This is an optimization exercise on Yosys and OpenROAD, whose aim is small area, a short achievable clock period and few clock cycles per item, not a production implementation.
Function was checked by simulation only, so behaviour that the tests miss may differ from the original.

==> trial 33 <==
==> flow/design.v (excerpt) <==
module broken_down_time_to_epoch (
  input  logic               clk_i,
  input  logic               rst_ni,
  input  logic               start,
  output logic               busy,
  input  logic signed [10:0] second_in_i,
  input  logic signed [10:0] minute_in_i,
  input  logic signed [10:0] hour_in_i,
  input  logic signed [10:0] day_in_i,
  input  logic signed [7:0]  month_in_i,
  input  logic        [7:0]  year_in_i,
  output logic               done_o,
  output logic        [5:0]  second_out_o,
  output logic        [5:0]  minute_out_o,
  output logic        [4:0]  hour_out_o,
  output logic        [4:0]  day_out_o,
  output logic        [3:0]  month_out_o,
  output logic signed [9:0]  year_out_o,
  output logic        [8:0]  day_of_year_o,
  output logic signed [33:0] epoch_seconds_o
);
  logic accept;
  bdte_ctrl u_ctrl (
    .clk_i    (clk_i),
    .rst_ni   (rst_ni),
    .start    (start),
    .accept_o (accept),
    .busy     (busy),
    .done_o   (done_o)
  );
  bdte_datapath u_datapath (
    .clk_i           (clk_i),
    .load_i          (accept),
    .second_in_i     (second_in_i),
    .minute_in_i     (minute_in_i),
    .hour_in_i       (hour_in_i),
    .day_in_i        (day_in_i),
    .month_in_i      (month_in_i),
    .year_in_i       (year_in_i),
    .second_out_o    (second_out_o),
    .minute_out_o    (minute_out_o),
    .hour_out_o      (hour_out_o),
    .day_out_o       (day_out_o),
    .month_out_o     (month_out_o),
    .year_out_o      (year_out_o),
    .day_of_year_o   (day_of_year_o),
    .epoch_seconds_o (epoch_seconds_o)
  );
endmodule
Settings: LEC_CHECK=0, ABC_AREA=1, CAP_MARGIN=20, CORE_MARGIN=2, CORE_UTILIZATION=40, SLEW_MARGIN=20; clock period 9.0 ns.
standard.sh (not shown) runs the stock make flow with config.mk's settings and CLKGATE_MAP_FILE= SYNTH_SCRIPT=/design/flow/synth_recipe.tcl, a recipe that flattens the netlist after the stock synthesis.
==> flow/flow/run.sh <==
#!/bin/bash
# The standard layout, with the port buffers made from sky130_fd_sc_hd__buf_2
# cells instead of the default delay buffers. make's output goes to
# flow_make.log in the work folder; each ORFS step keeps its own log under
# orfs/logs.
set -euo pipefail
export BUFFER_PORTS_ARGS="-buffer_cell sky130_fd_sc_hd__buf_2"
bash standard.sh > flow_make.log 2>&1
==> trial 19 (differences from trial 33) <==
--- a/flow/design.v
+++ b/flow/design.v
@@ -898,59 +898,67 @@
     else if (vs >= 8'sd0)   ks = 3'sd0;
     else if (vs >= -8'sd60) ks = -3'sd1;
     else                    ks = -3'sd2;
   end
   assign sec_n = 6'(vs[5:0] + {ks[2], ks[2], ks, 1'b0} + {ks[2], ks[2], ks, 1'b0});
   logic signed [4:0] hm;
-  logic signed [7:0] vm0;
-  logic signed [2:0] km0;
-  logic        [5:0] rm0;
-  assign hm  = minute_in_i[10:6];
-  assign vm0 = $signed({2'b00, minute_in_i[5:0]}) + $signed({hm[4], hm, 2'b00});
-  always_comb begin
-    if      (vm0 >= 8'sd120) km0 = 3'sd2;
-    else if (vm0 >= 8'sd60)  km0 = 3'sd1;
-    else if (vm0 >= 8'sd0)   km0 = 3'sd0;
-    else if (vm0 >= -8'sd60) km0 = -3'sd1;
-    else                     km0 = -3'sd2;
-  end
-  assign rm0 = 6'(vm0[5:0] + {km0[2], km0, 2'b00});
-  logic signed [5:0] qs;
-  logic signed [7:0] w;
-  logic signed [1:0] c2;
+  logic signed [8:0] bm;
+  logic signed [2:0] km;
+  logic signed [2:0] km_c [5];
   logic        [5:0] min_n;
-  assign qs = 6'(hs) + 6'(ks);
-  assign w  = $signed({2'b00, rm0}) + $signed({{2{qs[5]}}, qs});
-  assign c2 = w[7] ? -2'sd1 : (w >= 8'sd60) ? 2'sd1 : 2'sd0;
-  assign min_n = 6'(w[5:0] + {c2[1], c2[1], c2, 2'b00});
+  assign hm = minute_in_i[10:6];
+  assign bm = $signed({3'b000, minute_in_i[5:0]}) + $signed({hm[4], hm[4], hm, 2'b00})
+            + $signed({{4{hs[4]}}, hs});
+  for (genvar i = 0; i < 5; i++) begin : g_km
+    localparam int K = i - 2;
+    always_comb begin
+      if      (bm >= 9'sd120 - 9'(K)) km_c[i] = 3'sd2;
+      else if (bm >= 9'sd60 - 9'(K))  km_c[i] = 3'sd1;
+      else if (bm >= 9'sd0 - 9'(K))   km_c[i] = 3'sd0;
+      else if (bm >= -9'sd60 - 9'(K)) km_c[i] = -3'sd1;
+      else                            km_c[i] = -3'sd2;
+    end
+  end
+  always_comb begin
+    case (ks)
+      -3'sd2:  km = km_c[0];
+      -3'sd1:  km = km_c[1];
+      3'sd0:   km = km_c[2];
+      3'sd1:   km = km_c[3];
+      default: km = km_c[4];
+    endcase
+  end
+  assign min_n = 6'(bm[5:0] + {{3{ks[2]}}, ks} + {km[2], km, 2'b00});
   logic signed [6:0] qh;           
   logic        [1:0] mh;
   logic        [4:0] rh;
   assign {qh, mh} = bdte_pkg::bdte_divmod3_8(hour_in_i[10:3]);
   assign rh = {mh, hour_in_i[2:0]};
   logic signed [6:0] bu;
   logic signed [1:0] c3;
-  logic signed [1:0] c3_c [3];
+  logic signed [1:0] c3_c [5];
   logic        [4:0] hour_n;
-  assign bu = $signed({2'b00, rh}) + $signed({{2{hm[4]}}, hm}) + $signed({{4{km0[2]}}, km0});
-  for (genvar i = 0; i < 3; i++) begin : g_c3
-    localparam int K = i - 1;
+  assign bu = $signed({2'b00, rh}) + $signed({{2{hm[4]}}, hm});
+  for (genvar i = 0; i < 5; i++) begin : g_c3
+    localparam int K = i - 2;
     always_comb begin
       if      (bu < 7'sd0 - 7'(K))   c3_c[i] = -2'sd1;
       else if (bu >= 7'sd24 - 7'(K)) c3_c[i] = 2'sd1;
       else                           c3_c[i] = 2'sd0;
     end
   end
   always_comb begin
-    case (c2)
-      -2'sd1:  c3 = c3_c[0];
-      2'sd0:   c3 = c3_c[1];
-      default: c3 = c3_c[2];
+    case (km)
+      -3'sd2:  c3 = c3_c[0];
+      -3'sd1:  c3 = c3_c[1];
+      3'sd0:   c3 = c3_c[2];
+      3'sd1:   c3 = c3_c[3];
+      default: c3 = c3_c[4];
     endcase
   end
-  assign hour_n = 5'(bu[4:0] + {{3{c2[1]}}, c2} + {c3, 3'b000});
+  assign hour_n = 5'(bu[4:0] + {{2{km[2]}}, km} + {c3, 3'b000});
   logic [4:0]  t;
   logic [3:0]  mo;
   logic [8:0]  ya;
   logic [6:0]  a;
   logic [1:0]  yb;
   assign {t, mo} = bdte_pkg::bdte_month_split(month_in_i);
@@ -1002,43 +1010,50 @@
     else if (ge_y[0]) begin j = 4'd1; ystart = 9'(12'd365);  end
     else              begin j = 4'd0; ystart = 9'd0;         end
   end
   logic [8:0] doy;                 
   assign doy = du_q[8:0] - ystart;
   logic [3:0] mp;
-  logic [4:0] dk;                  
+  logic [8:0] mstart;
   always_comb begin
-    if      (doy >= 9'd337) begin mp = 4'd11; dk = 5'd16; end
-    else if (doy >= 9'd306) begin mp = 4'd10; dk = 5'd15; end
-    else if (doy >= 9'd275) begin mp = 4'd9; dk = 5'd14; end
-    else if (doy >= 9'd245) begin mp = 4'd8; dk = 5'd12; end
-    else if (doy >= 9'd214) begin mp = 4'd7; dk = 5'd11; end
-    else if (doy >= 9'd184) begin mp = 4'd6; dk = 5'd9; end
-    else if (doy >= 9'd153) begin mp = 4'd5; dk = 5'd8; end
-    else if (doy >= 9'd122) begin mp = 4'd4; dk = 5'd7; end
-    else if (doy >= 9'd92)  begin mp = 4'd3; dk = 5'd5; end
-    else if (doy >= 9'd61)  begin mp = 4'd2; dk = 5'd4; end
-    else if (doy >= 9'd31)  begin mp = 4'd1; dk = 5'd2; end
-    else                    begin mp = 4'd0;  dk = 5'd1;  end
+    if      (doy >= 9'd337) begin mp = 4'd11; mstart = 9'd337; end
+    else if (doy >= 9'd306) begin mp = 4'd10; mstart = 9'd306; end
+    else if (doy >= 9'd275) begin mp = 4'd9;  mstart = 9'd275; end
+    else if (doy >= 9'd245) begin mp = 4'd8;  mstart = 9'd245; end
+    else if (doy >= 9'd214) begin mp = 4'd7;  mstart = 9'd214; end
+    else if (doy >= 9'd184) begin mp = 4'd6;  mstart = 9'd184; end
+    else if (doy >= 9'd153) begin mp = 4'd5;  mstart = 9'd153; end
+    else if (doy >= 9'd122) begin mp = 4'd4;  mstart = 9'd122; end
+    else if (doy >= 9'd92)  begin mp = 4'd3;  mstart = 9'd92;  end
+    else if (doy >= 9'd61)  begin mp = 4'd2;  mstart = 9'd61;  end
+    else if (doy >= 9'd31)  begin mp = 4'd1;  mstart = 9'd31;  end
+    else                    begin mp = 4'd0;  mstart = 9'd0;   end
   end
   logic jf;                        
   assign jf = (mp >= 4'd10);
-  assign day_out_o     = doy[4:0] + dk;
+  assign day_out_o     = doy[4:0] - mstart[4:0] + 5'd1;
   assign month_out_o   = jf ? (mp - 4'd10) : (mp + 4'd2);
   assign day_of_year_o = jf ? (doy - 9'd306)
                             : (doy + 9'd59 + {8'd0, ((j == 4'd3) || (j == 4'd7))});
-  logic [9:0] ybase;
-  assign ybase      = {1'b0, a_q, 2'b00} + {6'd0, j} - 10'd23;
-  assign year_out_o = $signed(ybase + {9'd0, jf});
   logic [9:0] ge_j;
   assign ge_j[0] = (du_q >= 12'd306);
+  assign ge_j[1] = (du_q >= 12'd671);
+  assign ge_j[2] = (du_q >= 12'd1036);
   assign ge_j[3] = (du_q >= 12'd1402);
   assign ge_j[4] = (du_q >= 12'd1767);
+  assign ge_j[5] = (du_q >= 12'd2132);
+  assign ge_j[6] = (du_q >= 12'd2497);
   assign ge_j[7] = (du_q >= 12'd2863);
   assign ge_j[8] = (du_q >= 12'd3228);
-  assign {ge_j[9], ge_j[6:5], ge_j[2:1]} = '0;
+  assign ge_j[9] = (du_q >= 12'd3593);
+  logic [3:0] g;
+  always_comb begin
+    g = 4'd0;
+    for (int i = 0; i < 10; i++) g = g + {3'd0, ge_j[i]};
+  end
+  assign year_out_o = $signed({1'b0, a_q, 2'b00}) + $signed({6'd0, g}) - 10'sd23;
   logic y1, before69, corr;
   assign y1       = !ge_j[0] || (ge_j[3] && !ge_j[4]) || (ge_j[7] && !ge_j[8]);
   assign before69 = (a_q < 7'd21) || ((a_q == 7'd21) && !ge_j[7])
                  || ((a_q == 7'd22) && !ge_j[3]);
   assign corr     = before69 && !y1;
   logic [33:0] epoch;
==> flow/config.mk (replaced) <==
export PLATFORM = sky130hd
export DESIGN_NAME = broken_down_time_to_epoch
export DESIGN_NICKNAME = broken_down_time_to_epoch
export VERILOG_FILES = /design/flow/design.v
export SDC_FILE = /design/flow/constraint.sdc
export NUM_CORES = 4
export LEC_CHECK = 0
export CAP_MARGIN = 20
export CORE_MARGIN = 2
export CORE_UTILIZATION = 75
export SLEW_MARGIN = 20
==> build 37 (differences from trial 33) <==
--- a/flow/design.v
+++ b/flow/design.v
@@ -1023,22 +1023,31 @@
   logic jf;                        
   assign jf = (mp >= 4'd10);
   assign day_out_o     = doy[4:0] + dk;
   assign month_out_o   = jf ? (mp - 4'd10) : (mp + 4'd2);
   assign day_of_year_o = jf ? (doy - 9'd306)
                             : (doy + 9'd59 + {8'd0, ((j == 4'd3) || (j == 4'd7))});
-  logic [9:0] ybase;
-  assign ybase      = {1'b0, a_q, 2'b00} + {6'd0, j} - 10'd23;
-  assign year_out_o = $signed(ybase + {9'd0, jf});
   logic [9:0] ge_j;
   assign ge_j[0] = (du_q >= 12'd306);
+  assign ge_j[1] = (du_q >= 12'd671);
+  assign ge_j[2] = (du_q >= 12'd1036);
   assign ge_j[3] = (du_q >= 12'd1402);
   assign ge_j[4] = (du_q >= 12'd1767);
+  assign ge_j[5] = (du_q >= 12'd2132);
+  assign ge_j[6] = (du_q >= 12'd2497);
   assign ge_j[7] = (du_q >= 12'd2863);
   assign ge_j[8] = (du_q >= 12'd3228);
-  assign {ge_j[9], ge_j[6:5], ge_j[2:1]} = '0;
+  assign ge_j[9] = (du_q >= 12'd3593);
+  logic [3:0] g;
+  always_comb begin
+    g = 4'd0;
+    for (int i = 0; i < 10; i++) g = g + {3'd0, ge_j[i]};
+  end
+  logic [9:0] gofs;                
+  assign gofs = {6'd0, g} - 10'd23;
+  assign year_out_o = $signed({1'b0, a_q, 2'b00} + gofs);
   logic y1, before69, corr;
   assign y1       = !ge_j[0] || (ge_j[3] && !ge_j[4]) || (ge_j[7] && !ge_j[8]);
   assign before69 = (a_q < 7'd21) || ((a_q == 7'd21) && !ge_j[7])
                  || ((a_q == 7'd22) && !ge_j[3]);
   assign corr     = before69 && !y1;
   logic [33:0] epoch;
==> flow/config.mk (replaced) <==
export PLATFORM = sky130hd
export DESIGN_NAME = broken_down_time_to_epoch
export DESIGN_NICKNAME = broken_down_time_to_epoch
export VERILOG_FILES = /design/flow/design.v
export SDC_FILE = /design/flow/constraint.sdc
export NUM_CORES = 4
export LEC_CHECK = 0
export CAP_MARGIN = 20
export CORE_MARGIN = 2
export CORE_UTILIZATION = 40
export SLEW_MARGIN = 20
==> comparison table <==
	trial 19	build 37	trial 33
Status	no timing/DRC/antenna violations	no timing/DRC/antenna violations	no timing/DRC/antenna violations
Final worst slack	0.5082 ns	0.5195 ns	0.6294 ns
Top cell type by total area after synthesis	sky130_fd_sc_hd__ha_1	sky130_fd_sc_hd__fa_1	sky130_fd_sc_hd__ha_1
Number of fillers in the final layout	1,075	3,294	3,291
Number of vias per cell after detailed routing	6.385	5.290	4.972
Setup repair after global routing missed its margin	-	no	no
Start point of the critical path	u_datapath.du_q[3]	u_datapath.du_q[2]	minute_in_i[8]
Global-route wire length before repair	56,260 um	54,190 um	53,190 um
Share of synthesized cell area in and, or, nand and nor gates	15.04%	14.78%	19.12%
Count of inserted tapcells	225	442	442
Sum of buffers and inverters on the critical path	4	4	10
CTS resizes	2	0	0
Die W	136.5 um	184.8 um	184.5 um
Area growth from synthesis to layout	9.960%	11.02%	9.785%
Post-CTS clock slew at the launch and capture registers of the worst setup and hold paths	0.07 ns	0.05 ns	0.05 ns
Share of the clock period used by the worst path	94.35%	94.23%	93.01%
Top fanout value on the critical path	5	5	8
Met1 GRT Util	45.05%	26.14%	25.85%
Sequential cell area share	7.640%	7.616%	7.732%
Critical Path Sink	day_out_o[4]	year_out_o[8]	u_datapath.hour_q[4]
Register-to-register setup slack	7.37 ns	7.42 ns	7.44 ns
Max Freq	117.8 MHz	117.9 MHz	119.5 MHz
WHS	0.7040 ns	0.6828 ns	0.6851 ns
Testbench counts of trial 33, summed over its fixed seeds: cycles 9,600, items 4,800.
Testbench counts of trial 19, summed over its fixed seeds: cycles 9,600, items 4,800.
Testbench counts of build 37, summed over its fixed seeds: cycles 9,600, items 4,800.

-- re-timing with driven ports --
The flow's constraints put no driver on any port. The routed layouts listed below were extracted and timed again, unchanged, in two steps.
Step 1, drivers: a clkbuf_16 drives clk_i and a buf_2 each remaining input, both assumed.
Step 2 also shifts input and output timing later by t, the mid clock arrival at the registers, as if the neighbouring blocks saw the same clock.
Three values: ideal ports, drivers, drivers and shift; two values: the first two.
run	t (ns)	slack for setup (ns)	worst hold slack (ns)	worst setup path at the end	worst register clock-pin slew, ns
trial 33	0.311	0.629 / 0.644 / 0.333	0.685 / 0.685 / 0.685	input to register	0.06 / 0.06
trial 19	0.318	0.508 / 0.475 / 0.497	0.704 / 0.704 / 0.704	input to register	0.07 / 0.07
build 37	0.313	0.519 / 0.484 / 0.274	0.683 / 0.683 / 0.683	input to register	0.06 / 0.06
After both steps setup and hold are still met in every run listed. For trial 33, which loses most, drivers alone change the setup slack by +0.015 ns; drivers and shift together by -0.296 ns.
